Context: an optimization exercise on an open-source flow, tuned for small area, a short achievable clock period and few clock cycles. The choices shown serve that exercise and are no tape-out recipe. The RTL was checked by simulation tests, not by an equivalence proof against the original design. No driver is modelled on the clock port, so clocking that relies on it looks cheaper here than on a real chip. Power figures rest on the tool's default switching activity, not on a simulated workload.

File: flow/run.sh
#!/bin/bash
# The standard layout, with four changes to how it is made:
#  - synthesis may not pick the larger a22oi sizes, so the RAM read cells
#    start small (the resizer may still upsize them later);
#  - the ports get small, fast buffers (buf_2) instead of delay cells;
#  - the clock tree has no dummy loads and larger sink clusters;
#  - after clock tree synthesis and again after global routing, gates on
#    the worst setup path are upsized one at a time where that improves
#    the path (flow/sizer.tcl, called from flow/post_cts.tcl and
#    flow/post_grt.tcl).
# Each step's full output goes to its own log file here.
set -e
PLATFORM_DONT_USE="sky130_fd_sc_hd__probe_p_8 sky130_fd_sc_hd__probec_p_8 sky130_fd_sc_hd__lpflow_bleeder_1 sky130_fd_sc_hd__lpflow_clkbufkapwr_1 sky130_fd_sc_hd__lpflow_clkbufkapwr_16 sky130_fd_sc_hd__lpflow_clkbufkapwr_2 sky130_fd_sc_hd__lpflow_clkbufkapwr_4 sky130_fd_sc_hd__lpflow_clkbufkapwr_8 sky130_fd_sc_hd__lpflow_clkinvkapwr_1 sky130_fd_sc_hd__lpflow_clkinvkapwr_16 sky130_fd_sc_hd__lpflow_clkinvkapwr_2 sky130_fd_sc_hd__lpflow_clkinvkapwr_4 sky130_fd_sc_hd__lpflow_clkinvkapwr_8 sky130_fd_sc_hd__lpflow_decapkapwr_12 sky130_fd_sc_hd__lpflow_decapkapwr_3 sky130_fd_sc_hd__lpflow_decapkapwr_4 sky130_fd_sc_hd__lpflow_decapkapwr_6 sky130_fd_sc_hd__lpflow_decapkapwr_8 sky130_fd_sc_hd__lpflow_inputiso0n_1 sky130_fd_sc_hd__lpflow_inputiso0p_1 sky130_fd_sc_hd__lpflow_inputiso1n_1 sky130_fd_sc_hd__lpflow_inputiso1p_1 sky130_fd_sc_hd__lpflow_inputisolatch_1 sky130_fd_sc_hd__lpflow_isobufsrc_1 sky130_fd_sc_hd__lpflow_isobufsrc_16 sky130_fd_sc_hd__lpflow_isobufsrc_2 sky130_fd_sc_hd__lpflow_isobufsrc_4 sky130_fd_sc_hd__lpflow_isobufsrc_8 sky130_fd_sc_hd__lpflow_isobufsrckapwr_16 sky130_fd_sc_hd__lpflow_lsbuf_lh_hl_isowell_tap_1 sky130_fd_sc_hd__lpflow_lsbuf_lh_hl_isowell_tap_2 sky130_fd_sc_hd__lpflow_lsbuf_lh_hl_isowell_tap_4 sky130_fd_sc_hd__lpflow_lsbuf_lh_isowell_4 sky130_fd_sc_hd__lpflow_lsbuf_lh_isowell_tap_1 sky130_fd_sc_hd__lpflow_lsbuf_lh_isowell_tap_2 sky130_fd_sc_hd__lpflow_lsbuf_lh_isowell_tap_4 "
bash standard.sh DONT_USE_CELLS="$PLATFORM_DONT_USE sky130_fd_sc_hd__a22oi_2 sky130_fd_sc_hd__a22oi_4" synth > synth.log 2>&1
bash standard.sh \
    BUFFER_PORTS_ARGS="-buffer_cell sky130_fd_sc_hd__buf_2" \
    CTS_ARGS="-sink_clustering_enable -repair_clock_nets -dont_use_dummy_load -sink_clustering_size 25 -sink_clustering_max_diameter 100" \
    POST_CTS_TCL="$PWD/flow/post_cts.tcl" \
    POST_GLOBAL_ROUTE_TCL="$PWD/flow/post_grt.tcl" \
    finish > layout.log 2>&1
File: flow/post_cts.tcl
# POST_CTS_TCL hook: size up gates on the worst setup paths, then legalize
source [file join [file dirname [info script]] sizer.tcl]
puts "sizer: start, wns [sizer_wns -placement]"
sizer_run 40 -placement
log_cmd detailed_placement
check_placement -verbose
log_cmd estimate_parasitics -placement
puts "sizer: after legalization, wns [sta::worst_slack -max]"
File: flow/post_grt.tcl
# POST_GLOBAL_ROUTE_TCL hook: size up again with global-route parasitics,
# legalize, reroute the changed nets and rewrite the route guides
source [file join [file dirname [info script]] sizer.tcl]
log_cmd global_route -start_incremental
puts "sizer: start, wns [sizer_wns -global_routing]"
sizer_run 40 -global_routing
log_cmd detailed_placement
check_placement -verbose
log_cmd global_route -end_incremental
log_cmd estimate_parasitics -global_routing
puts "sizer: after reroute, wns [sta::worst_slack -max]"
write_guides $::env(RESULTS_DIR)/route.guide
File: flow/sizer.tcl
# Greedy gate upsizing on the worst setup path: for each gate on it whose
# stage is slow, try the larger drive strengths of the same cell, re-estimate
# the parasitics, and keep the change that most improves that path's slack
# without lowering the worst slack of the design.
# Registers and clock cells are left as they are.
proc sizer_candidates { master_name } {
  if { ![regexp {^(sky130_fd_sc_hd__[a-z0-9]+)_([0-9]+)$} $master_name -> base size] } { return {} }
  set out {}
  foreach s {1 2 4 6 8 12 16} {
    if { $s <= $size } { continue }
    if { [get_lib_cells -quiet */${base}_$s] ne "" } { lappend out ${base}_$s }
  }
  return $out
}

proc sizer_wns { est } {
  log_cmd_quiet $est
  return [sta::worst_slack -max]
}

proc log_cmd_quiet { est } {
  eval estimate_parasitics $est
}

proc sizer_run { iters est } {
  set block [ord::get_db_block]
  set wns [sizer_wns $est]
  for { set it 0 } { $it < $iters } { incr it } {
    set path [lindex [find_timing_paths -path_delay max -group_path_count 1] 0]
    set ep [get_property $path endpoint]
    set best_eps [get_property $path slack]
    set best_wns $wns
    set best {}
    # Read the path's gates before changing anything: the path object is
    # not valid once the timing is updated
    set gates {}
    set prev_arrival 0.0
    foreach point [get_property $path points] {
      set pin [get_property $point pin]
      set arrival [get_property $point arrival]
      set stage [expr { $arrival - $prev_arrival }]
      set prev_arrival $arrival
      if { [get_property $pin direction] ne "output" } { continue }
      if { ![regexp {^(.*)/([^/]+)$} [get_full_name $pin] -> iname pport] } { continue }
      set inst [$block findInst $iname]
      if { $inst eq "NULL" } { continue }
      set m [[$inst getMaster] getName]
      if { [regexp {df|clkbuf|clkinv|clkdly} $m] } { continue }
      if { $stage < 0.12 } { continue }
      lappend gates [list $iname $m]
    }
    foreach g $gates {
      lassign $g iname m
      foreach cand [sizer_candidates $m] {
        replace_cell $iname $cand
        set w [sizer_wns $est]
        set eps [get_property [lindex [find_timing_paths -path_delay max -to $ep] 0] slack]
        if { $w >= $wns - 1e-4 && $eps > $best_eps + 1e-3 } {
          set best_eps $eps; set best_wns $w; set best [list $iname $cand]
        }
        replace_cell $iname $m
      }
    }
    if { $best eq {} } { puts "sizer: no gain at iteration $it, wns $wns"; break }
    replace_cell {*}$best
    set wns [sizer_wns $est]
    puts "sizer: iter $it wns $wns ($best)"
  }
  puts "sizer: done, wns [sizer_wns $est]"
}
File: standard.sh
#!/bin/bash
# synth_recipe.tcl (not shown) runs the flow's synth.tcl, then flattens the netlist and writes it again
# the make line also repeats each setting of config.mk as NAME=value (left out here)
make -C /OpenROAD-flow-scripts/flow DESIGN_CONFIG=/design/flow/config.mk WORK_HOME=/design/flow/orfs CLKGATE_MAP_FILE= SYNTH_SCRIPT=/design/flow/synth_recipe.tcl "${@:-finish}"
File: config.mk
export PLATFORM = sky130hd
export DESIGN_NAME = soc_top
export DESIGN_NICKNAME = soc_top
export VERILOG_FILES = /design/flow/design.v
export SDC_FILE = /design/flow/constraint.sdc
export NUM_CORES = 4
export LEC_CHECK = 0
export CAP_MARGIN = 40
export CORE_MARGIN = 2
export CORE_UTILIZATION = 60
export CTS_CLUSTER_DIAMETER = 100
export CTS_CLUSTER_SIZE = 25
export PLACE_DENSITY = 0.72
export SETUP_SLACK_MARGIN = 4
export SLEW_MARGIN = 40
export SYNTH_HIERARCHICAL = 1
export SYNTH_MINIMUM_KEEP_SIZE = 0
File: constraint.sdc
create_clock -name core_clock -period 9.0 [get_ports {clk}]
set_input_delay 1.8000 -clock core_clock [delete_from_list [all_inputs] [get_ports {clk}]]
set_output_delay 1.8000 -clock core_clock [all_outputs]
set_load 0.01 [all_outputs]
File: design.v
`timescale 1ns/100ps
package soc_pkg;
    localparam int DATA_W = 32;
    localparam int ADDR_W = 32;
    typedef struct packed {
        logic              we;
        logic [ADDR_W-1:0] addr;
        logic [DATA_W-1:0] wdata;
    } bus_req_t;
    localparam int RAM_WORDS = 64;
    localparam int RAM_AW    = 6;
    localparam logic [3:0] BLK_RAM  = 4'h0;
    localparam logic [3:0] BLK_FACT = 4'h8;
    localparam logic [3:0] BLK_GPIO = 4'h9;
    typedef enum logic [1:0] {
        SEL_RAM,
        SEL_FACT,
        SEL_GPIO,
        SEL_NONE
    } rd_sel_t;
    localparam logic [1:0] FACT_N    = 2'd0;
    localparam logic [1:0] FACT_GO   = 2'd1;
    localparam logic [1:0] FACT_STAT = 2'd2;
    localparam logic [1:0] FACT_RES  = 2'd3;
    localparam logic [3:0] FACT_MAX_N = 4'd12;
    localparam logic [1:0] GPIO_IN1  = 2'd0;
    localparam logic [1:0] GPIO_IN2  = 2'd1;
    localparam logic [1:0] GPIO_OUT1 = 2'd2;
    localparam logic [1:0] GPIO_OUT2 = 2'd3;
    localparam int SCAN_DIV = 16;
    typedef struct packed {
        logic [1:0] src;
        logic       upper;
    } disp_mode_t;
    localparam logic [1:0] DISP_GPO1  = 2'd0;
    localparam logic [1:0] DISP_GPO2  = 2'd1;
    localparam logic [1:0] DISP_ADDR  = 2'd2;
    localparam logic [1:0] DISP_WDATA = 2'd3;
endpackage
`timescale 1ns/100ps
module addr_decode (
    input  soc_pkg::bus_req_t bus,
    output logic              ram_we,
    output logic              fact_we,
    output logic              gpio_we,
    output soc_pkg::rd_sel_t  rd_sel
);
    logic       in_window;
    logic [3:0] blk;
    assign in_window = (bus.addr[soc_pkg::ADDR_W-1:12] == '0);
    assign blk       = bus.addr[11:8];
    always_comb
    begin
        ram_we  = 1'b0;
        fact_we = 1'b0;
        gpio_we = 1'b0;
        rd_sel  = soc_pkg::SEL_NONE;
        if (in_window)
        begin
            case (blk)
                soc_pkg::BLK_RAM:
                begin
                    ram_we = bus.we;
                    rd_sel = soc_pkg::SEL_RAM;
                end
                soc_pkg::BLK_FACT:
                begin
                    fact_we = bus.we;
                    rd_sel  = soc_pkg::SEL_FACT;
                end
                soc_pkg::BLK_GPIO:
                begin
                    gpio_we = bus.we;
                    rd_sel  = soc_pkg::SEL_GPIO;
                end
                default:
                begin
                    rd_sel = soc_pkg::SEL_NONE;
                end
            endcase
        end
    end
endmodule
`timescale 1ns/100ps
module ram_hold (
    input  logic q,
    input  logic hold,
    input  logic w,
    input  logic load,
    output logic d
);
    assign d = (q & hold) | (w & load);
endmodule
module ram_read2 (
    input  logic a0,
    input  logic s0,
    input  logic a1,
    input  logic s1,
    output logic y_n
);
    assign y_n = ~((a0 & s0) | (a1 & s1));
endmodule
module rd_nand4 (
    input  logic a,
    input  logic b,
    input  logic c,
    input  logic d,
    output logic y
);
    assign y = ~(a & b & c & d);
endmodule
module rd_inv (
    input  logic a,
    output logic y
);
    assign y = ~a;
endmodule
`timescale 1ns/100ps
module fact_accel (
    input  logic                        clk,
    input  logic                        rst_n,
    input  logic                        we,
    input  soc_pkg::bus_req_t           bus,
    output logic [soc_pkg::DATA_W-1:0]  rdata
);
    logic [1:0]                 offset;
    logic [3:0]                 n_reg;
    logic [3:0]                 job_n;
    logic                       done;
    logic                       error;
    logic [soc_pkg::DATA_W-1:0] result;
    assign offset = bus.addr[3:2];
    always_ff @(posedge clk)
    begin
        if (!rst_n)
        begin
            n_reg <= '0;
            job_n <= 4'hF;
            done  <= 1'b0;
        end
        else if (we)
        begin
            if (offset == soc_pkg::FACT_N)
            begin
                n_reg <= bus.wdata[3:0];
            end
            if ((offset == soc_pkg::FACT_GO) && bus.wdata[0])
            begin
                job_n <= n_reg;
                done  <= 1'b1;
            end
        end
    end
    assign error = done && (job_n > soc_pkg::FACT_MAX_N);
    assign result = ({soc_pkg::DATA_W{job_n == 4'd0}} & 32'd1)
                  | ({soc_pkg::DATA_W{job_n == 4'd1}} & 32'd1)
                  | ({soc_pkg::DATA_W{job_n == 4'd2}} & 32'd2)
                  | ({soc_pkg::DATA_W{job_n == 4'd3}} & 32'd6)
                  | ({soc_pkg::DATA_W{job_n == 4'd4}} & 32'd24)
                  | ({soc_pkg::DATA_W{job_n == 4'd5}} & 32'd120)
                  | ({soc_pkg::DATA_W{job_n == 4'd6}} & 32'd720)
                  | ({soc_pkg::DATA_W{job_n == 4'd7}} & 32'd5040)
                  | ({soc_pkg::DATA_W{job_n == 4'd8}} & 32'd40320)
                  | ({soc_pkg::DATA_W{job_n == 4'd9}} & 32'd362880)
                  | ({soc_pkg::DATA_W{job_n == 4'd10}} & 32'd3628800)
                  | ({soc_pkg::DATA_W{job_n == 4'd11}} & 32'd39916800)
                  | ({soc_pkg::DATA_W{job_n == 4'd12}} & 32'd479001600);
    always_comb
    begin
        case (offset)
            soc_pkg::FACT_N:    rdata = {{(soc_pkg::DATA_W-4){1'b0}}, n_reg};
            soc_pkg::FACT_GO:   rdata = '0;
            soc_pkg::FACT_STAT: rdata = {{(soc_pkg::DATA_W-2){1'b0}}, error, done};
            soc_pkg::FACT_RES:  rdata = result;
        endcase
    end
endmodule
`timescale 1ns/100ps
module gpio_port (
    input  logic                        clk,
    input  logic                        rst_n,
    input  logic                        we,
    input  soc_pkg::bus_req_t           bus,
    input  logic [7:0]                  gpi1,
    input  logic [7:0]                  gpi2,
    output logic [soc_pkg::DATA_W-1:0]  rdata,
    output logic [soc_pkg::DATA_W-1:0]  gpo1,
    output logic [soc_pkg::DATA_W-1:0]  gpo2
);
    logic [1:0] offset;
    assign offset = bus.addr[3:2];
    logic                        load1;
    logic                        load2;
    logic                        hold1;
    logic                        hold2;
    logic [soc_pkg::DATA_W-1:0]  gpo1_d;
    logic [soc_pkg::DATA_W-1:0]  gpo2_d;
    assign load1 = rst_n && we && (offset == soc_pkg::GPIO_OUT1);
    assign load2 = rst_n && we && (offset == soc_pkg::GPIO_OUT2);
    assign hold1 = rst_n && !(we && (offset == soc_pkg::GPIO_OUT1));
    assign hold2 = rst_n && !(we && (offset == soc_pkg::GPIO_OUT2));
    for (genvar b = 0; b < soc_pkg::DATA_W; b++)
    begin : g_bit
        ram_hold u_hold1 (
            .q    (gpo1[b]),
            .hold (hold1),
            .w    (bus.wdata[b]),
            .load (load1),
            .d    (gpo1_d[b])
        );
        ram_hold u_hold2 (
            .q    (gpo2[b]),
            .hold (hold2),
            .w    (bus.wdata[b]),
            .load (load2),
            .d    (gpo2_d[b])
        );
    end
    always_ff @(posedge clk)
    begin
        gpo1 <= gpo1_d;
        gpo2 <= gpo2_d;
    end
    always_comb
    begin
        case (offset)
            soc_pkg::GPIO_IN1:  rdata = {{(soc_pkg::DATA_W-8){1'b0}}, gpi1};
            soc_pkg::GPIO_IN2:  rdata = {{(soc_pkg::DATA_W-8){1'b0}}, gpi2};
            soc_pkg::GPIO_OUT1: rdata = gpo1;
            soc_pkg::GPIO_OUT2: rdata = gpo2;
        endcase
    end
endmodule
`timescale 1ns/100ps
module seg_display (
    input  logic                        clk,
    input  logic                        rst_n,
    input  soc_pkg::bus_req_t           bus,
    input  logic [7:0]                  switches,
    input  logic [soc_pkg::DATA_W-1:0]  gpo1,
    input  logic [soc_pkg::DATA_W-1:0]  gpo2,
    output logic [7:0]                  seg,
    output logic [7:0]                  an
);
    logic [soc_pkg::ADDR_W-1:0]           last_addr;
    logic [soc_pkg::DATA_W-1:0]           last_wdata;
    soc_pkg::disp_mode_t                  mode;
    logic [soc_pkg::DATA_W-1:0]           src_word;
    logic [15:0]                          hw_sel;
    logic [15:0]                          hw_reg;
    logic [$clog2(soc_pkg::SCAN_DIV)-1:0] div_cnt;
    logic [2:0]                           digit;
    logic [31:0]                          disp_word;
    logic [3:0]                           nibble;
    logic                                 wd_load;
    logic                                 wd_hold;
    logic [soc_pkg::DATA_W-1:0]           last_wdata_d;
    assign mode = soc_pkg::disp_mode_t'(switches[7:5]);
    always_comb
    begin
        case (mode.src)
            soc_pkg::DISP_GPO1:  src_word = gpo1;
            soc_pkg::DISP_GPO2:  src_word = gpo2;
            soc_pkg::DISP_ADDR:  src_word = last_addr;
            soc_pkg::DISP_WDATA: src_word = last_wdata;
        endcase
    end
    assign hw_sel = mode.upper ? src_word[31:16] : src_word[15:0];
    assign wd_load = rst_n && bus.we;
    assign wd_hold = rst_n && !bus.we;
    for (genvar b = 0; b < soc_pkg::DATA_W; b++)
    begin : g_wd
        ram_hold u_hold (
            .q    (last_wdata[b]),
            .hold (wd_hold),
            .w    (bus.wdata[b]),
            .load (wd_load),
            .d    (last_wdata_d[b])
        );
    end
    always_ff @(posedge clk)
    begin
        last_wdata <= last_wdata_d;
        if (!rst_n)
        begin
            last_addr <= '0;
            hw_reg    <= '0;
        end
        else
        begin
            last_addr <= bus.addr;
            hw_reg    <= hw_sel;
        end
    end
    always_ff @(posedge clk)
    begin
        if (!rst_n)
        begin
            {digit, div_cnt} <= '0;
        end
        else
        begin
            {digit, div_cnt} <= {digit, div_cnt} + 1'b1;
        end
    end
    assign disp_word = {last_addr[15:0], hw_reg};
    assign nibble    = disp_word[{digit, 2'b00} +: 4];
    assign an  = ~(8'b0000_0001 << digit);
    always_comb
    begin
        case (nibble)
            4'h0: seg = 8'hC0;
            4'h1: seg = 8'hF9;
            4'h2: seg = 8'hA4;
            4'h3: seg = 8'hB0;
            4'h4: seg = 8'h99;
            4'h5: seg = 8'h92;
            4'h6: seg = 8'h82;
            4'h7: seg = 8'hF8;
            4'h8: seg = 8'h80;
            4'h9: seg = 8'h90;
            4'hA: seg = 8'h88;
            4'hB: seg = 8'h83;
            4'hC: seg = 8'hC6;
            4'hD: seg = 8'hA1;
            4'hE: seg = 8'h86;
            4'hF: seg = 8'h8E;
        endcase
    end
endmodule
`timescale 1ns/100ps
module soc_top (
    input  logic                        clk,
    input  logic                        rst_n,
    input  logic [64:0]                 bus,
    input  logic [7:0]                  gpi1,
    input  logic [7:0]                  gpi2,
    input  logic [7:0]                  switches,
    output logic [soc_pkg::DATA_W-1:0]  rdata,
    output logic [soc_pkg::DATA_W-1:0]  gpo1,
    output logic [soc_pkg::DATA_W-1:0]  gpo2,
    output logic [7:0]                  seg,
    output logic [7:0]                  an
);
    localparam int W = soc_pkg::DATA_W;
    localparam int N = soc_pkg::RAM_WORDS;
    localparam int G  = N / 2;
    soc_pkg::bus_req_t          req;
    logic                       ram_we;
    logic                       fact_we;
    logic                       gpio_we;
    soc_pkg::rd_sel_t           rd_sel;
    logic [W-1:0]               fact_rdata;
    logic [W-1:0]               gpio_rdata;
    logic [W-1:0]               other_rdata;
    logic                       in_window;
    logic                       ram_en;
    logic                       fact_en;
    logic                       gpio_en;
    logic [N-1:0][W-1:0]        mem;
    logic [N-1:0][W-1:0]        mem_d;
    logic [soc_pkg::RAM_AW-1:0] word_addr;
    logic [N-1:0]               sel;
    logic [N-1:0]               load;
    logic [N-1:0]               hold;
    logic [W-1:0][G-1:0]        part_n;
    logic [W-1:0][G/4-1:0]      l1;
    logic [W-1:0][G/4-1:0]      l2_n;
    logic [W-1:0][G/16-1:0]     l3;
    logic [W-1:0][G/16-1:0]     l4_n;
    logic [W-1:0]               ram_rdata;
    assign req = bus;
    addr_decode u_decode (
        .bus     (req),
        .ram_we  (ram_we),
        .fact_we (fact_we),
        .gpio_we (gpio_we),
        .rd_sel  (rd_sel)
    );
    fact_accel u_fact (
        .clk   (clk),
        .rst_n (rst_n),
        .we    (fact_we),
        .bus   (req),
        .rdata (fact_rdata)
    );
    gpio_port u_gpio (
        .clk   (clk),
        .rst_n (rst_n),
        .we    (gpio_we),
        .bus   (req),
        .gpi1  (gpi1),
        .gpi2  (gpi2),
        .rdata (gpio_rdata),
        .gpo1  (gpo1),
        .gpo2  (gpo2)
    );
    seg_display u_disp (
        .clk      (clk),
        .rst_n    (rst_n),
        .bus      (req),
        .switches (switches),
        .gpo1     (gpo1),
        .gpo2     (gpo2),
        .seg      (seg),
        .an       (an)
    );
    assign word_addr = req.addr[soc_pkg::RAM_AW+1:2];
    always_comb
    begin
        for (int i = 0; i < N; i++)
        begin
            sel[i]  = (word_addr == i[soc_pkg::RAM_AW-1:0]);
            load[i] = ram_we && sel[i];
            hold[i] = !load[i];
        end
    end
    for (genvar i = 0; i < N; i++)
    begin : g_word
        for (genvar b = 0; b < W; b++)
        begin : g_bit
            ram_hold u_hold (
                .q    (mem[i][b]),
                .hold (hold[i]),
                .w    (req.wdata[b]),
                .load (load[i]),
                .d    (mem_d[i][b])
            );
        end
    end
    always_ff @(posedge clk)
    begin
        mem <= mem_d;
    end
    for (genvar b = 0; b < W; b++)
    begin : g_rd
        for (genvar g = 0; g < G; g++)
        begin : g_p2
            ram_read2 u_read (
                .a0  (mem[2*g][b]),
                .s0  (sel[2*g]),
                .a1  (mem[2*g+1][b]),
                .s1  (sel[2*g+1]),
                .y_n (part_n[b][g])
            );
        end
        for (genvar k = 0; k < G/4; k++)
        begin : g_l1
            rd_nand4 u_l1 (
                .a (part_n[b][4*k]),
                .b (part_n[b][4*k+1]),
                .c (part_n[b][4*k+2]),
                .d (part_n[b][4*k+3]),
                .y (l1[b][k])
            );
            rd_inv u_l2 (
                .a (l1[b][k]),
                .y (l2_n[b][k])
            );
        end
        for (genvar k = 0; k < G/16; k++)
        begin : g_l3
            rd_nand4 u_l3 (
                .a (l2_n[b][4*k]),
                .b (l2_n[b][4*k+1]),
                .c (l2_n[b][4*k+2]),
                .d (l2_n[b][4*k+3]),
                .y (l3[b][k])
            );
            rd_inv u_l4 (
                .a (l3[b][k]),
                .y (l4_n[b][k])
            );
        end
        assign ram_rdata[b] = !(&l4_n[b]);
    end
    assign in_window = (req.addr[soc_pkg::ADDR_W-1:12] == '0);
    assign ram_en    = in_window && (req.addr[11:8] == soc_pkg::BLK_RAM);
    assign fact_en   = in_window && (req.addr[11:8] == soc_pkg::BLK_FACT);
    assign gpio_en   = in_window && (req.addr[11:8] == soc_pkg::BLK_GPIO);
    assign other_rdata = ({W{fact_en}} & fact_rdata) | ({W{gpio_en}} & gpio_rdata);
    assign rdata = ({W{ram_en}} & ram_rdata) | other_rdata;
endmodule
==> run notes, run 1 <==
* Status: timing/DRC/antenna clean
* Most common cell after layout, fill and taps aside: dfxtp_1
* Syn Area/Cell at 11.68 um^2
* Vias per cell at 7.475
* Crit path cell chain: buf_16, nor2b_4, buf_6, nand2_8, nor2_4, buf_4, buf_16, a22oi_2, nand4_1, inv_1, nand4_4, inv_1, and2_4, o22ai_4, buf_6
* Fin crit share at 67.60%
* Max frequency at 164.4 MHz
* Routed wire per std cell at 32.58 um
* P&R area growth vs syn at 17.51%
* Commonest cells after routing, fill and taps aside: dfxtp_1, a22o_1, a22oi_1, buf_4, inv_1
* Iter 0 DRT Violations at 9796
* Gr ovfl total at 0
* Setup-failing EPs final at 0
* Layout Nets at 7628
* Max_slew headroom at 38.68%
* Setup TNS at 0 ns
* Clk latency of the worst-skew pair at 0.75 ns
* HPWL Detailed at 176200 um
* IO buf count at 196
* Slew Limit Fails at 0
* Startpoint Class: primary input
* Leak pwr at 35.43 nW
* Final Hold Viols at 0
* Reg power frac at 63.6%
* First-pass GRT wire length at 438100 um
* WP data required at 7.20 ns
* DIE WIDTH at 367.7 um
* Int Power at 11.89 mW
* Worst-margin pin slew at 0.9164 ns
* Routed vias at 69420
* CP Capture Type: output port
* Total iterations of the first detailed-routing run at 9
* Clk pwr share at 32.5%
* DRC Markers at 0
* DP Worst Slack at 1.777 ns
* Fin worst setup slack at 2.916 ns
* Psw at 3.501 mW
* Die area at 135200 um^2
* Worst path max stage delay at 0.27 ns
* Vias in the first global route at 65810
* Io pins at 203
* FP Rows at 133
* Critical path type: in -> out
* Layout Utilization at 71.02%
* Tmin final at 6.084 ns
* Clock skew at 0.02674 ns
* Critical-path top delay cell: nor2b_4
* Min-Delay Path Class: reg -> reg
* CP max FO at 17
* Proportion of power drawn by combinational gates at 3.8%
* Initial antenna violation count at 13
* Initial Utilization at 60.44%
* PwrDens at 165.1 nW/um^2
* Global-route usage over all layers at 42.82%
* Max reg flops at 2048
* Post-Syn Area at 79350 um^2
* Overall power at 15.39 mW
* Routed Antenna Nets at 0
* Largest net degree at the start of global routing at 69
* IR drop worst, VDD at 0.0001807 V
* Core Region at 131300 um^2
* Sw Ratio at 22.74%
* RD Place Congestion at 0.9586
* Worst path arrival time at 4.28 ns
* Die span in y at 367.7 um
* Yosys warns at 11
* CTS tree: yes
* Share of layout cells above drive strength 1 at 16.86%
* Clk sink count at 2208
* Reg clk slew, reported paths at 0.10 ns
* Max cap viols at 0
* Cells after synthesis at 6791
* Top reg by flops: mem
* Post-Route WL at 302600 um
## final cells by class
cell class                      instances  area (um^2)
Tap cell                             1755         2196
Fill cell                            9460        38050
Multi-Input combinational cell       4127        35320
Antenna cell                            4        10.01
Clock buffer                           98         2452
Sequential cell                      2208        44210
Inverter                              394         1481
Timing Repair Buffer                  701         7579
## path summary, 6_finish.rpt
kind                       start           endpoint  slack, ns  cells after the start
max reg2reg  u_disp.last_addr[2]   u_disp.hw_reg[2]       7.68                      3
min reg2reg    u_disp.div_cnt[0]  u_disp.div_cnt[0]       0.46                      1
min            u_disp.div_cnt[0]  u_disp.div_cnt[0]       0.46                      1
max                      bus[34]           rdata[9]       2.92                     15
## critical path: cells and delay by family
family	cells	cell delay, ns
AOI/OAI and AO/OA	2	0.27
and+or+nand+nor	6	1.17
buffers and inverters	7	1.00
## per-layer routing
metal  GRT usage [%]  routed length [um]  vias up
met2           62.46              128700     4773
li1                -                   -    29020
met1           54.14              112300    34490
met3           12.59               37160     1122
met5               0                  97        -
met4           30.60               24320       16
## through the flow
step | instances | hold WS [ns] | cell area (um^2)
floorplan | 6794 | 0.4135 | 80140
global placement | 8823 | 0.4339 | 83980
detailed placement | 8897 | 0.4396 | 85670
finish | 9287 | 0.4576 | 93250
## power groups by stage
stage               clock [mW]  combinational [mW]  sequential (mW)
detailed placement           0               0.471             10.0
finish                    5.01               0.589             9.79
floorplan                    0               0.154             10.0
global placement             0               0.442             10.0
Testbench counts, summed over its fixed seeds: cycles 3,077.
==> run 2: changes to the inputs <==
--- a/design.v
+++ b/design.v
@@ -116,4 +116,23 @@
     assign y = ~a;
 endmodule
+module rd_predec (
+    input  logic [2:0] a,
+    output logic [7:0] p
+);
+    always_comb
+    begin
+        for (int j = 0; j < 8; j++)
+        begin
+            p[j] = (a == j[2:0]);
+        end
+    end
+endmodule
+module rd_and2 (
+    input  logic a,
+    input  logic b,
+    output logic y
+);
+    assign y = a & b;
+endmodule
 `timescale 1ns/100ps
 module fact_accel (
@@ -362,4 +381,6 @@
     logic [soc_pkg::RAM_AW-1:0] word_addr;
     logic [N-1:0]               sel;
+    logic [7:0]                 pre_lo;
+    logic [7:0]                 pre_hi;
     logic [N-1:0]               load;
     logic [N-1:0]               hold;
@@ -407,9 +428,24 @@
     );
     assign word_addr = req.addr[soc_pkg::RAM_AW+1:2];
+    rd_predec u_pre_lo (
+        .a (word_addr[2:0]),
+        .p (pre_lo)
+    );
+    rd_predec u_pre_hi (
+        .a (word_addr[5:3]),
+        .p (pre_hi)
+    );
+    for (genvar i = 0; i < N; i++)
+    begin : g_sel
+        rd_and2 u_sel (
+            .a (pre_hi[i/8]),
+            .b (pre_lo[i%8]),
+            .y (sel[i])
+        );
+    end
     always_comb
     begin
         for (int i = 0; i < N; i++)
         begin
-            sel[i]  = (word_addr == i[soc_pkg::RAM_AW-1:0]);
             load[i] = ram_we && sel[i];
             hold[i] = !load[i];
==> run 2 against run 1 <==
Against the previous run: still clean; die area barely moved; synthesized cell count down 0.66%; design area shrank 1.0%; non-clock buffer count is 43 lower; synthesized area hardly changed; via count rose by 1.5%; critical path type unchanged; critical endpoint is now rdata[2].
==> run notes, run 2 <==
* CTS tree: yes
* Met1 WL at 117500 um (+4.6%)
* Worst hold start: u_disp.div_cnt[0]
* Global-route usage over all layers at 44.71% (+1.9 points)
* IO buf count at 196 (unchanged)
* PwrDens at 167.1 nW/um^2 (+1.3%)
* Cell total after placement at 8778 (-1.3%)
* Die area at 135200 um^2 (about the same)
* Clk pwr share at 32.6% (about the same)
* DIE WIDTH at 367.7 um (about the same)
* Tmin final at 6.073 ns (-0.01025 ns)
* Syn Area/Cell at 11.76 um^2 (+0.68%)
* Fin crit share at 67.48% (-0.11 points)
* Routed Antenna Nets at 0 (unchanged)
* CP max FO at 8 (-9)
* Critical path launch point: bus[34]
* Reg power frac at 63.5% (about the same)
* Post-Route WL at 318300 um (+5.2%)
* Setup TNS at 0 ns (unchanged)
* Critical path type: in -> out
* Top routing layer in use: met5
* Final non-filler cell total at 9304 (+0.18%)
* Gr ovfl total at 0 (unchanged)
* Clock skew at 0.004857 ns (-0.02188 ns)
* Min-Delay Path Class: reg -> reg
* Setup-failing EPs final at 0 (unchanged)
* DP Worst Slack at 1.980 ns (+0.2031 ns)
* Startpoint Class: primary input
* Io pins at 203 (unchanged)
* Sw Ratio at 22.90% (+0.15 points)
* Die span in y at 367.7 um (about the same)
* Leak pwr at 35.49 nW (+0.17%)
* Core Region at 131300 um^2 (unchanged)
* CP Capture Type: output port
* Layout Nets at 7644 (+0.21%)
* Int Power at 11.89 mW (about the same)
* Max frequency at 164.7 MHz (+0.17%)
* Met3 Wirelength at 43510 um (+17%)
* First-pass GRT wire length at 453600 um (+3.6%)
* Iter 0 DRT Violations at 11050 (+13%)
* Final Hold Viols at 0 (unchanged)
* Commonest cells after routing, fill and taps aside: dfxtp_1, a22o_1, a22oi_1, buf_4, inv_1
* Total iterations of the first detailed-routing run at 6 (-3)
* Slew Limit Fails at 0 (unchanged)
* Status: timing/DRC/antenna clean
* Clk sink count at 2208 (unchanged)
* Proportion of power drawn by combinational gates at 3.9% (about the same)
* Largest net degree at the start of global routing at 69 (unchanged)
* Fillers at 9673 (+2.3%)
* HPWL Detailed at 162400 um (-7.8%)
* Psw at 3.532 mW (+0.90%)
* Routed vias at 70490 (+1.5%)
* Worst path arrival time at 4.27 ns (about the same)
* Max reg flops at 2048 (unchanged)
* WP data required at 7.20 ns (about the same)
* Max_slew headroom at 35.37% (-3.3 points)
* Reg clk slew, reported paths at 0.10 ns (about the same)
* Clk latency of the worst-skew pair at 0.73 ns (-0.02 ns)
* Cells after synthesis at 6746 (-0.66%)
* Vias per cell at 7.576 (+1.3%)
* Yosys warns at 12 (+1)
* Initial Utilization at 60.45% (about the same)
* Initial antenna violation count at 7 (-6)
* IR drop worst, VDD at 0.0001725 V (-4.5%)
* DRC Markers at 0 (unchanged)
* Vias in the first global route at 65500 (-0.48%)
* P&R area growth vs syn at 16.29%
* Share of layout cells above drive strength 1 at 17.34% (+0.48 points)
* Fin worst setup slack at 2.927 ns (+0.01025 ns)
* Routed wire per std cell at 34.21 um (+5.0%)
* RD Place Congestion at 0.9403 (-1.9%)
* Worst-margin pin slew at 0.9695 ns (+0.05312 ns)
* Layout Utilization at 70.29% (-0.73 points)
* Met2 routed WL at 131200 um (+1.9%)
* Post-Syn Area at 79360 um^2 (about the same)
* Top reg by flops: mem
* Most common cell after layout, fill and taps aside: dfxtp_1
* Reg-to-reg startpoint: u_gpio.gpo2[26]
* Max cap viols at 0 (unchanged)
* FP Rows at 133 (unchanged)
run 2: final cells by class:
cell class                      instances  area, um^2  area share (%)
Sequential cell                      2208       44210           47.90
Multi-Input combinational cell       4187       35600           38.57
Timing Repair Buffer                  658        6345           6.875
Clock buffer                           98        2452           2.657
Tap cell                             1755        2196           2.379
Inverter                              393        1478           1.601
Antenna cell                            5       12.51         0.01356
run 2: routing by layer:
layer  global-route usage [%]  vias up
met2                    63.36     5243
met4                    31.21       14
met5                   0.8547        -
li1                         -    29090
met3                    13.81     1102
met1                    58.00    35040
run 2: path summary, 6_finish.rpt:
| kind | to | slack, ns | cells past startpoint |
|---|---|---|---|
| setup / recovery | rdata[2] | 2.93 | 14 |
| hold / removal | u_disp.div_cnt[0] | 0.45 | 1 |
| setup reg to reg | u_disp.hw_reg[10] | 7.76 | 3 |
| hold reg to reg | u_disp.div_cnt[0] | 0.45 | 1 |
run 2: power by group through the flow:
stage | clock network [mW] | logic (mW) | registers, mW
after floorplan | 0 | 0.121 | 10.0
after global placement | 0 | 0.426 | 10.0
after detailed placement | 0 | 0.440 | 10.0
final | 5.03 | 0.607 | 9.79
run 2: worst max-delay path, cell delays in order:
cell       delay [ns]
clkbuf_16        0.13
and3b_4          0.20
buf_12           0.16
buf_16           0.18
and2_4           0.21
buf_4            0.15
a22oi_1          0.18
nand4_2          0.26
inv_1            0.13
nand4_1          0.33
inv_1            0.14
and2_4           0.15
o22ai_2          0.07
buf_6            0.16
run 2: through the flow:
step	total power [mW]	instance area, um^2	hold WS (ns)
finish	15.43	92290	0.4545
floorplan	10.14	79450	0.4135
detailed placement	10.46	83620	0.4358
global placement	10.45	83440	0.4272
Testbench counts of run 2, summed over its fixed seeds: cycles 3,077.
==> run 3: changes to the inputs <==
--- a/config.mk
+++ b/config.mk
@@ -8,8 +8,8 @@
 export CAP_MARGIN = 40
 export CORE_MARGIN = 2
-export CORE_UTILIZATION = 60
+export CORE_UTILIZATION = 65
 export CTS_CLUSTER_DIAMETER = 100
 export CTS_CLUSTER_SIZE = 25
-export PLACE_DENSITY = 0.72
+export PLACE_DENSITY = 0.76
 export SETUP_SLACK_MARGIN = 4
 export SLEW_MARGIN = 40
==> run 3 against run 2 <==
Against the previous run: via count about the same; largest power group unchanged; sequential power about the same; fmax decreased by 0.31%; setup slack got worse by 0.019 ns; combinational power decreased by 4.0%; design area decreased by 1.0%; die area decreased by 7.6%.
==> run notes, run 3 <==
* Clk latency of the worst-skew pair at 0.74 ns (about the same)
* Iter 0 DRT Violations at 10780 (-2.5%)
* Most common cell after layout, fill and taps aside: dfxtp_1
* Initial antenna violation count at 11 (+4)
* CP max FO at 16 (+8)
* IR drop worst, VDD at 0.0001656 V (-4.0%)
* Post-Route WL at 311800 um (-2.0%)
* Largest net degree at the start of global routing at 70 (+1.4%)
* Worst path arrival time at 4.29 ns (+0.02 ns)
* Syn Area/Cell at 11.76 um^2 (unchanged)
* Setup-failing EPs final at 0 (unchanged)
* Die span in y at 353.4 um (-3.9%)
* Io pins at 203 (unchanged)
* Max reg flops at 2048 (unchanged)
* Slew Limit Fails at 0 (unchanged)
* Setup TNS at 0 ns (unchanged)
* Total iterations of the first detailed-routing run at 9 (+3)
* HPWL Detailed at 165200 um (+1.7%)
* P&R area growth vs syn at 15.09%
* Crit path cell chain: buf_16, nor3b_4, buf_6, buf_12, and2_4, a22oi_1, nand4_1, inv_1, nand4_1, inv_1, and2_4, o22ai_2, buf_2
* Area of the multi-input gates at 35300 um^2 (-0.83%)
* Fin crit share at 67.70% (+0.21 points)
* Leak pwr at 35.21 nW (-0.80%)
* Global-route usage over all layers at 46.72% (+2.0 points)
* Fin worst setup slack at 2.907 ns (-0.01911 ns)
* Reg clk slew, reported paths at 0.09 ns (about the same)
* Fillers at 8474 (-12%)
* Die area at 124900 um^2 (-7.6%)
* First-pass GRT wire length at 442300 um (-2.5%)
* Max cap viols at 0 (unchanged)
* Routed wire per std cell at 34.09 um (-0.35%)
* Cell total after placement at 8665 (-1.3%)
* Final non-filler cell total at 9146 (-1.7%)
* Clock skew at 0.009285 ns (+0.004428 ns)
* Overall power at 15.37 mW (-0.34%)
* Layout Nets at 7610 (-0.44%)
* Worst Path Buf+Inv at 6 (-1)
* Min-Delay Path Class: reg -> reg
* Critical path type: in -> out
* Top reg by flops: mem
* Largest delay share family, worst path: simple AND/OR/NAND/NOR gates
* Startpoint Class: primary input
* Initial Utilization at 65.38% (+4.9 points)
* RD Place Congestion at 0.9353 (-0.53%)
* Routed vias at 70530 (+0.067%)
* Status: timing/DRC/antenna clean
* Routed Antenna Nets at 0 (unchanged)
* FP Rows at 128 (-3.8%)
* Critical-path top delay cell: nor3b_4
* Yosys warns at 12 (unchanged)
* Final Hold Viols at 0 (unchanged)
* Gr ovfl total at 0 (unchanged)
* Share of layout cells above drive strength 1 at 16.76% (-0.57 points)
* IO buf count at 196 (unchanged)
* DRC Markers at 0 (unchanged)
* DP Worst Slack at 1.715 ns (-0.2647 ns)
* PwrDens at 168.3 nW/um^2 (+0.70%)
* DIE WIDTH at 353.4 um (-3.9%)
* Core Region at 121400 um^2 (-7.5%)
* WP data required at 7.20 ns (about the same)
* Worst-margin pin slew at 0.9292 ns (-0.04027 ns)
* Tmin final at 6.093 ns (+0.01911 ns)
* Max frequency at 164.1 MHz (-0.31%)
* Commonest cells after routing, fill and taps aside: dfxtp_1, a22o_1, a22oi_1, buf_4, nand4_1
* Post-Syn Area at 79360 um^2 (unchanged)
* CTS tree: yes
* Clk sink count at 2208 (unchanged)
* Max_slew headroom at 37.54% (+2.2 points)
* Worst path max stage delay at 0.34 ns (about the same)
* Vias per cell at 7.712 (+1.8%)
* Vias in the first global route at 66070 (+0.88%)
* Cells after synthesis at 6746 (unchanged)
* CP Capture Type: output port
* Storage cell area at 44210 um^2 (unchanged)
run 3: power breakdown:
part	total [mW]	internal, mW	switching, mW
Sequential	9.79	9.78	0.0104
Clock	5.00	1.95	3.05
Combinational	0.583	0.150	0.433
run 3: final timing paths:
check | startpoint | endpoint | slack, ns | cells after the start
setup / recovery | bus[36] | rdata[3] | 2.91 | 13
hold / removal | u_disp.div_cnt[0] | u_disp.div_cnt[0] | 0.45 | 1
setup reg to reg | u_gpio.gpo1[18] | u_disp.hw_reg[2] | 7.76 | 3
hold reg to reg | u_disp.div_cnt[0] | u_disp.div_cnt[0] | 0.45 | 1
run 3: metal layers:
| layer | vias up | share of wire [%] | track usage [%] |
|---|---|---|---|
| met1 | 34520 | 35 | 58.99 |
| met4 | 10 | 9.4 | 35.74 |
| li1 | 29020 | - | - |
| met3 | 1406 | 14 | 13.87 |
| met5 | - | 0.021 | 0 |
| met2 | 5578 | 41 | 67.37 |
run 3: layout make-up:
class / count / share of cell area, %
Antenna cell: 11 / 0.03014
Clock buffer: 98 / 2.685
Inverter: 393 / 1.618
Multi-Input combinational cell: 4177 / 38.65
Sequential cell: 2208 / 48.40
Tap cell: 1625 / 2.226
Timing Repair Buffer: 634 / 6.385
run 3: stage by stage:
step / utilization [%] / instance area (um^2) / hold slack (ns)
2_1_floorplan: - / 79450 / 0.4135
6_report: 75.24 / 91340 / 0.4458
3_3_place_gp: 68.72 / 83420 / 0.4283
3_5_place_dp: 68.83 / 83550 / 0.4370
==> run 4: changes to the inputs <==
--- a/flow/post_grt.tcl
+++ b/flow/post_grt.tcl
@@ -4,5 +4,5 @@
 log_cmd global_route -start_incremental
 puts "sizer: start, wns [sizer_wns -global_routing]"
-sizer_run 40 -global_routing
+sizer_run 80 -global_routing
 log_cmd detailed_placement
 check_placement -verbose
==> run 4 against run 3 <==
Against the previous run: core utilization did not move; fmax stayed put; die area did not move; sequential share of layout area stayed put; synthesized area is the same; total power stayed put.
==> run notes, run 4 <==
* Status: timing/DRC/antenna clean
* P&R area growth vs syn at 15.09% (unchanged)
* DIE WIDTH at 353.4 um (unchanged)
* Crit path cell chain: buf_16, nor3b_4, buf_6, buf_12, and2_4, a22oi_1, nand4_1, inv_1, nand4_1, inv_1, and2_4, o22ai_2, buf_2
* Slew Limit Fails at 0 (unchanged)
* Post-Syn Area at 79360 um^2 (unchanged)
* Psw at 3.491 mW (unchanged)
* Total iterations of the first detailed-routing run at 9 (unchanged)
* Vias per cell at 7.712 (unchanged)
* Clock skew at 0.009285 ns (unchanged)
* Proportion of power drawn by combinational gates at 3.8% (about the same)
* Min Hold Slack at 0.4458 ns (unchanged)
* Setup-failing EPs final at 0 (unchanged)
* Yosys warns at 12 (unchanged)
* Sw Ratio at 22.71% (unchanged)
* Max reg flops at 2048 (unchanged)
* Storage cell area at 44210 um^2 (unchanged)
* Clk sink count at 2208 (unchanged)
* FP Rows at 128 (unchanged)
* Critical path type: in -> out
* Global-route usage over all layers at 46.72% (unchanged)
* HPWL Detailed at 165200 um (unchanged)
* Core Region at 121400 um^2 (unchanged)
* Layout Nets at 7610 (unchanged)
* Leak pwr at 35.21 nW (unchanged)
* Min-Delay Path Class: reg -> reg
* Reg clk slew, reported paths at 0.09 ns (about the same)
* Fillers at 8474 (unchanged)
* Max cap viols at 0 (unchanged)
* Worst path arrival time at 4.29 ns (about the same)
* CP Capture Type: output port
* First-pass GRT wire length at 442300 um (unchanged)
* IO buf count at 196 (unchanged)
* Setup TNS at 0 ns (unchanged)
* Int Power at 11.88 mW (unchanged)
* CP max FO at 16 (unchanged)
* Max_slew headroom at 37.54% (unchanged)
* Fin crit share at 67.70% (unchanged)
* Cells after synthesis at 6746 (unchanged)
* Largest net degree at the start of global routing at 70 (unchanged)
* Post-Route WL at 311800 um (unchanged)
* CTS tree: yes
* Io pins at 203 (unchanged)
* Gr ovfl total at 0 (unchanged)
* Area of the multi-input gates at 35300 um^2 (unchanged)
* Routed Antenna Nets at 0 (unchanged)
* Die area at 124900 um^2 (unchanged)
* Layout Utilization at 75.24% (unchanged)
* Reg power frac at 63.7% (about the same)
* Cell total after placement at 8665 (unchanged)
* Critical-path top delay cell: nor3b_4
* Worst path max stage delay at 0.34 ns (about the same)
* Iter 0 DRT Violations at 10780 (unchanged)
* Worst-margin pin slew at 0.9292 ns (unchanged)
* IR drop worst, VDD at 0.0001656 V (unchanged)
* Worst Reg-to-Reg Cells at 3 (unchanged)
* Die span in y at 353.4 um (unchanged)
* Syn Area/Cell at 11.76 um^2 (unchanged)
* Clk latency of the worst-skew pair at 0.74 ns (about the same)
* Initial antenna violation count at 11 (unchanged)
* Clk pwr share at 32.5% (about the same)
* PwrDens at 168.3 nW/um^2 (unchanged)
* DRC Markers at 0 (unchanged)
* Final non-filler cell total at 9146 (unchanged)
* RD Place Congestion at 0.9353 (unchanged)
* Share of layout cells above drive strength 1 at 16.76% (unchanged)
* Final Hold Viols at 0 (unchanged)
* Vias in the first global route at 66070 (unchanged)
* Most common cell after layout, fill and taps aside: dfxtp_1
* Worst hold stages at 1 (unchanged)
* WP data required at 7.20 ns (about the same)
* Commonest cells after routing, fill and taps aside: dfxtp_1, a22o_1, a22oi_1, buf_4, nand4_1
* Max frequency at 164.1 MHz (unchanged)
* Startpoint Class: primary input
* Initial Utilization at 65.38% (unchanged)
* Routed wire per std cell at 34.09 um (unchanged)
* Tmin final at 6.093 ns (unchanged)
* Top reg by flops: mem
* Routed vias at 70530 (unchanged)
-- run 4: final cells by class --
type	instances	share of cell area [%]
sequential	2208	48.40
multi-input combinational	4177	38.65
timing repair buffer	634	6.385
clock buffer	98	2.685
tap	1625	2.226
inverter	393	1.618
antenna	11	0.03014
-- run 4: path summary, 6_finish.rpt --
path / slack [ns] / to / startpoint
setup / recovery: 2.91 / rdata[3] / bus[36]
hold / removal: 0.45 / u_disp.div_cnt[0] / u_disp.div_cnt[0]
setup reg to reg: 7.76 / u_disp.hw_reg[2] / u_gpio.gpo1[18]
hold reg to reg: 0.45 / u_disp.div_cnt[0] / u_disp.div_cnt[0]
-- run 4: power groups by stage --
stage | sequential, mW | combinational [mW] | clock (mW)
2_1_floorplan | 10.0 | 0.121 | 0
3_3_place_gp | 10.0 | 0.417 | 0
3_5_place_dp | 10.0 | 0.429 | 0
6_report | 9.79 | 0.583 | 5.00
-- run 4: stage by stage --
step / worst slack, ns / area, um^2 / power [mW]
final: 2.907 / 91340 / 15.37
after global placement: 1.497 / 83420 / 10.44
after floorplan: 3.768 / 79450 / 10.14
after detailed placement: 1.715 / 83550 / 10.45
-- run 4: worst max-delay path: cells and delay by family --
family          cells  cell delay, ns
buf+inv             6            0.84
compound gates      2            0.30
simple gates        5            1.33
-- run 4: metal layers --
layer / wire length (um) / track usage [%]
met3: 43110 / 13.87
met2: 129300 / 67.37
met4: 29320 / 35.74
met1: 109900 / 58.99
met5: 66 / 0

## separate check: timing with driven ports
The results above use ideal ports. As a check the final layouts listed here were re-extracted and re-timed, cells and wires unchanged. Step 1: set_driving_cell puts a clkbuf_16 on clk and a buf_2 on each other input, an assumption about the parent block. Step 2 also shifts input and output timing later by t, the mid clock arrival at the registers, as if the neighbouring blocks saw the same clock. a / b / c = ideal / step 1 / step 2; a / b = the first two.
run	t, ns	slack for setup (ns)	worst setup path after step 2	clock arrival spread, ns
run 1	0.834	2.916 / 2.722 / 2.722	input to output	0.075 / 0.075
run 2	0.823	2.927 / 2.655 / 2.655	input to output	0.070 / 0.071
run 3	0.815	2.907 / 2.700 / 2.700	input to output	0.056 / 0.057
run 4	0.815	2.907 / 2.700 / 2.700	input to output	0.056 / 0.057
After both steps every run listed still meets setup and hold. The setup slack of run 2, which loses most, moves by -0.272 ns with the drivers and by -0.272 ns with both steps.
